This is an optimization exercise on Yosys and OpenROAD, whose aim is small area, a short achievable clock period and few clock cycles, not a production implementation.
Function was checked by simulation only, so behaviour that the tests miss may differ from the original.

## the reference run
// userchoice_dual_scramble_hash_core
module userchoice_dual_scramble_hash_core (
  input  wire                              clk_i,
  input  wire                              rst_ni,
  input  wire                              in_valid_i,
  output logic                             in_stall_o,
  input  wire  [ucdsh_pkg::WordW-1:0]      in_data_i,
  input  wire                              in_last_i,
  output logic                             out_valid_o,
  input  wire                              out_stall_i,
  output logic [ucdsh_pkg::WordW-1:0]      out_hash_first_o,
  output logic [ucdsh_pkg::WordW-1:0]      out_hash_second_o,
  output logic                             out_hash_valid_o,
  input  wire                              cfg_we_i,
  input  wire  [ucdsh_pkg::CfgIdxW-1:0]    cfg_idx_i,
  input  wire  [ucdsh_pkg::WordW-1:0]      cfg_wdata_i
);
For scale: roughly 5600 cells after synthesis, roughly 290 flip-flops, about 140 I/O pins, about 0.043 mm2 of cells after synthesis.
clock: 14.0 ns
lec_check: 0
abc_area: 1
cap_margin: 20
core_margin: 2
core_utilization: 40
setup_slack_margin: 5
slew_margin: 20
standard.sh (not shown) runs the stock make flow with config.mk's settings and CLKGATE_MAP_FILE= SYNTH_SCRIPT=/design/flow/synth_recipe.tcl, a recipe that flattens the netlist after the stock synthesis.
==> flow/flow/run.sh <==
#!/bin/bash
set -euo pipefail
bash standard.sh SETUP_SLACK_MARGIN=7 finish > flow.log 2>&1
The reference run | stages: all done | timing, DRC, antenna: all pass
Testbench counts of the reference run, summed over its fixed seeds: cycles 14,117.
The inputs of the trial run differ from those of the reference run as listed below.
diff --git a/flow/design.v b/flow/design.v
--- a/flow/design.v
+++ b/flow/design.v
@@ -1812,43 +1812,39 @@
     end else if (!idle_q) begin
       t_d = t_q << 1;
     end
   end
   localparam logic [47:0] KA00 = booth(ucdsh_pkg::ScrA0_0), KA01 = booth(ucdsh_pkg::ScrA0_1),
                           KA02 = booth(ucdsh_pkg::ScrA0_2), KA03 = booth(ucdsh_pkg::ScrA0_3),
                           KA10 = booth(ucdsh_pkg::ScrA1_0), KA11 = booth(ucdsh_pkg::ScrA1_1),
                           KA12 = booth(ucdsh_pkg::ScrA1_2), KA13 = booth(ucdsh_pkg::ScrA1_3);
   localparam logic [47:0] KB00 = booth(ucdsh_pkg::ScrB0_0), KB01 = booth(ucdsh_pkg::ScrB0_1),
                           KB02 = booth(ucdsh_pkg::ScrB0_2), KB03 = booth(ucdsh_pkg::ScrB0_3),
                           KB10 = booth(ucdsh_pkg::ScrB1_0), KB11 = booth(ucdsh_pkg::ScrB1_1),
                           KB12 = booth(ucdsh_pkg::ScrB1_2), KB13 = booth(ucdsh_pkg::ScrB1_3);
-  logic [9:0]  ksa_q, ksb_q, ksa_d, ksb_d;
-  logic [4:0]  tn0, tn1;
-  logic [47:0] k_se, k_so, ka, kb;
-  assign tn0   = t_d & {5{!pos_d}};
-  assign tn1   = t_d & {5{pos_d}};
-  assign ksa_d = {tn1[4:1], tn0[4:1], tn1[0], idle_d | tn0[0]};
-  assign ksb_d = {tn1[4:2], tn1[0], tn0[4:2], idle_d | tn0[0], tn1[1], tn0[1]};
-  assign k_se  = booth(seed_e_q | 32'd1);
-  assign k_so  = booth(seed_o_q | 32'd1);
-  assign ka = ({48{ksa_q[0]}} & k_se) | ({48{ksa_q[1]}} & k_so) |
-              ({48{ksa_q[2]}} & KA00) | ({48{ksa_q[3]}} & KA01) |
-              ({48{ksa_q[4]}} & KA02) | ({48{ksa_q[5]}} & KA03) |
-              ({48{ksa_q[6]}} & KA10) | ({48{ksa_q[7]}} & KA11) |
-              ({48{ksa_q[8]}} & KA12) | ({48{ksa_q[9]}} & KA13);
-  assign kb = ({48{ksb_q[0]}} & k_se) | ({48{ksb_q[1]}} & k_so) |
-              ({48{ksb_q[2]}} & KB00) | ({48{ksb_q[3]}} & KB01) |
-              ({48{ksb_q[4]}} & KB02) | ({48{ksb_q[5]}} & KB03) |
-              ({48{ksb_q[6]}} & KB10) | ({48{ksb_q[7]}} & KB11) |
-              ({48{ksb_q[8]}} & KB12) | ({48{ksb_q[9]}} & KB13);
+  logic [47:0] k_seed, ka, kb;
+  logic [4:0]  tp0, tp1;
+  assign k_seed = booth((pos_q ? seed_o_q : seed_e_q) | 32'd1);
+  assign tp0    = t_q & {5{!pos_q}};
+  assign tp1    = t_q & {5{pos_q}};
+  assign ka = ({48{idle_q | t_q[0]}} & k_seed) |
+              ({48{tp0[1]}} & KA00) | ({48{tp0[2]}} & KA01) |
+              ({48{tp0[3]}} & KA02) | ({48{tp0[4]}} & KA03) |
+              ({48{tp1[1]}} & KA10) | ({48{tp1[2]}} & KA11) |
+              ({48{tp1[3]}} & KA12) | ({48{tp1[4]}} & KA13);
+  assign kb = ({48{t_q[1]}} & k_seed) |
+              ({48{idle_q | tp0[0]}} & KB00) | ({48{tp0[2]}} & KB01) |
+              ({48{tp0[3]}} & KB02) | ({48{tp0[4]}} & KB03) |
+              ({48{tp1[0]}} & KB10) | ({48{tp1[2]}} & KB11) |
+              ({48{tp1[3]}} & KB12) | ({48{tp1[4]}} & KB13);
   logic [W-1:0] fold_w;
   logic [W-1:0] a_op, a_y;
   logic [W-1:0] b_op, b_add, b_y;
   assign fold_w = fold ? q_w0 : '0;
   assign a_op  = ({W{sa_w_q}} & q_w0) | ({W{sa_h_q}} & ha_q) |
                  ({W{sa_s_q}} & swap(ha_q));
   assign b_op  = ({W{sb_w_q}} & swap(q_w0)) | ({W{sb_q_q}} & q_w0) | ({W{sb_h_q}} & hb_q) |
                  ({W{sb_r_q}} & {16'd0, hb_q[31:16]}) | ({W{sb_s_q}} & swap(hb_q));
   assign b_add = ({W{sc_p_q}} & pb_q) | ({W{sc_h_q}} & hb_q);
   ucdsh_mac1 u_mac_a (
     .a_i   (a_op),
     .one_i (ka[15:0]),
@@ -1917,26 +1913,24 @@
       if (end9 || zero_msg) begin
         emit_q <= 1'b1;
         ohv_q  <= end9;
       end else if (!out_stall_i) begin
         emit_q <= 1'b0;
       end
     end
   end
   always_ff @(posedge clk_i) begin
     if (take) begin
       q_w0 <= in_data_i; q_l0 <= in_last_i; q_n0 <= new_ns;
     end
-    ksa_q  <= ksa_d;
-    ksb_q  <= ksb_d;
     sa_w_q <= idle_d;
     sa_h_q <= !idle_d && t_d[0];
     sa_s_q <= |t_d[4:1];
     sb_w_q <= idle_d;
     sb_q_q <= fresh;
     sb_h_q <= (t_d[1] && !fresh) || t_d[3];
     sb_r_q <= t_d[2];
     sb_s_q <= !idle_d && (t_d[0] || t_d[4]);
     sc_p_q <= t_d[1] || t_d[3];
     sc_h_q <= t_d[4];
     if (run) ha_q <= a_y;
     if (run) begin
### Flow results
Final hold slack ended up 15 ps lower on the trial run than on the reference run.
What the reference run reported for first-iteration DRC count has to be multiplied by 0.909 to get the figure for the trial run.
Slew at the pin closest to its max-slew limit, the reference run and the trial run, higher one = the trial run.
Detailed route, the trial run vs the reference run: via total lower for the trial run
Taking the reference run as the reference, in the trial run peak fanout along the critical path went down; part of the cycle the worst path needs went down.
Total inserted antenna cells up 2 in the trial run wrt the reference run
[compare] base=the reference run new=the trial run: total routing usage reported by global routing closely matched the old numbers.
Testbench counts of the trial run, summed over its fixed seeds: cycles 14,117.

afterwards: timing with drivers on the ports:
How much do the figures lean on ideal ports? The routed layouts below were timed once more, with nothing changed but the port constraints.
Step 1 (the two cells are an assumption about what drives the block):
set clk [get_ports {clk_i}]
set_driving_cell -lib_cell sky130_fd_sc_hd__clkbuf_16 $clk
set_driving_cell -lib_cell sky130_fd_sc_hd__buf_2 [delete_from_list [all_inputs] $clk]
Step 2, shift: input delay + t, output delay - t, t = (earliest + latest rising clock arrival at the registers) / 2. This alone moves slack from input paths to output paths.
a / b / c = no drivers / after step 1 / after step 2; a / b = the first two.
run | t (ns) | setup WS [ns] | hold WS [ns]
the reference run | 0.678 | 6.929 / 6.849 / 7.156 | 0.346 / 0.346 / 0.346
the trial run | 0.658 | 6.951 / 6.880 / 6.967 | 0.332 / 0.332 / 0.332
After both steps setup and hold are still met in every run listed.
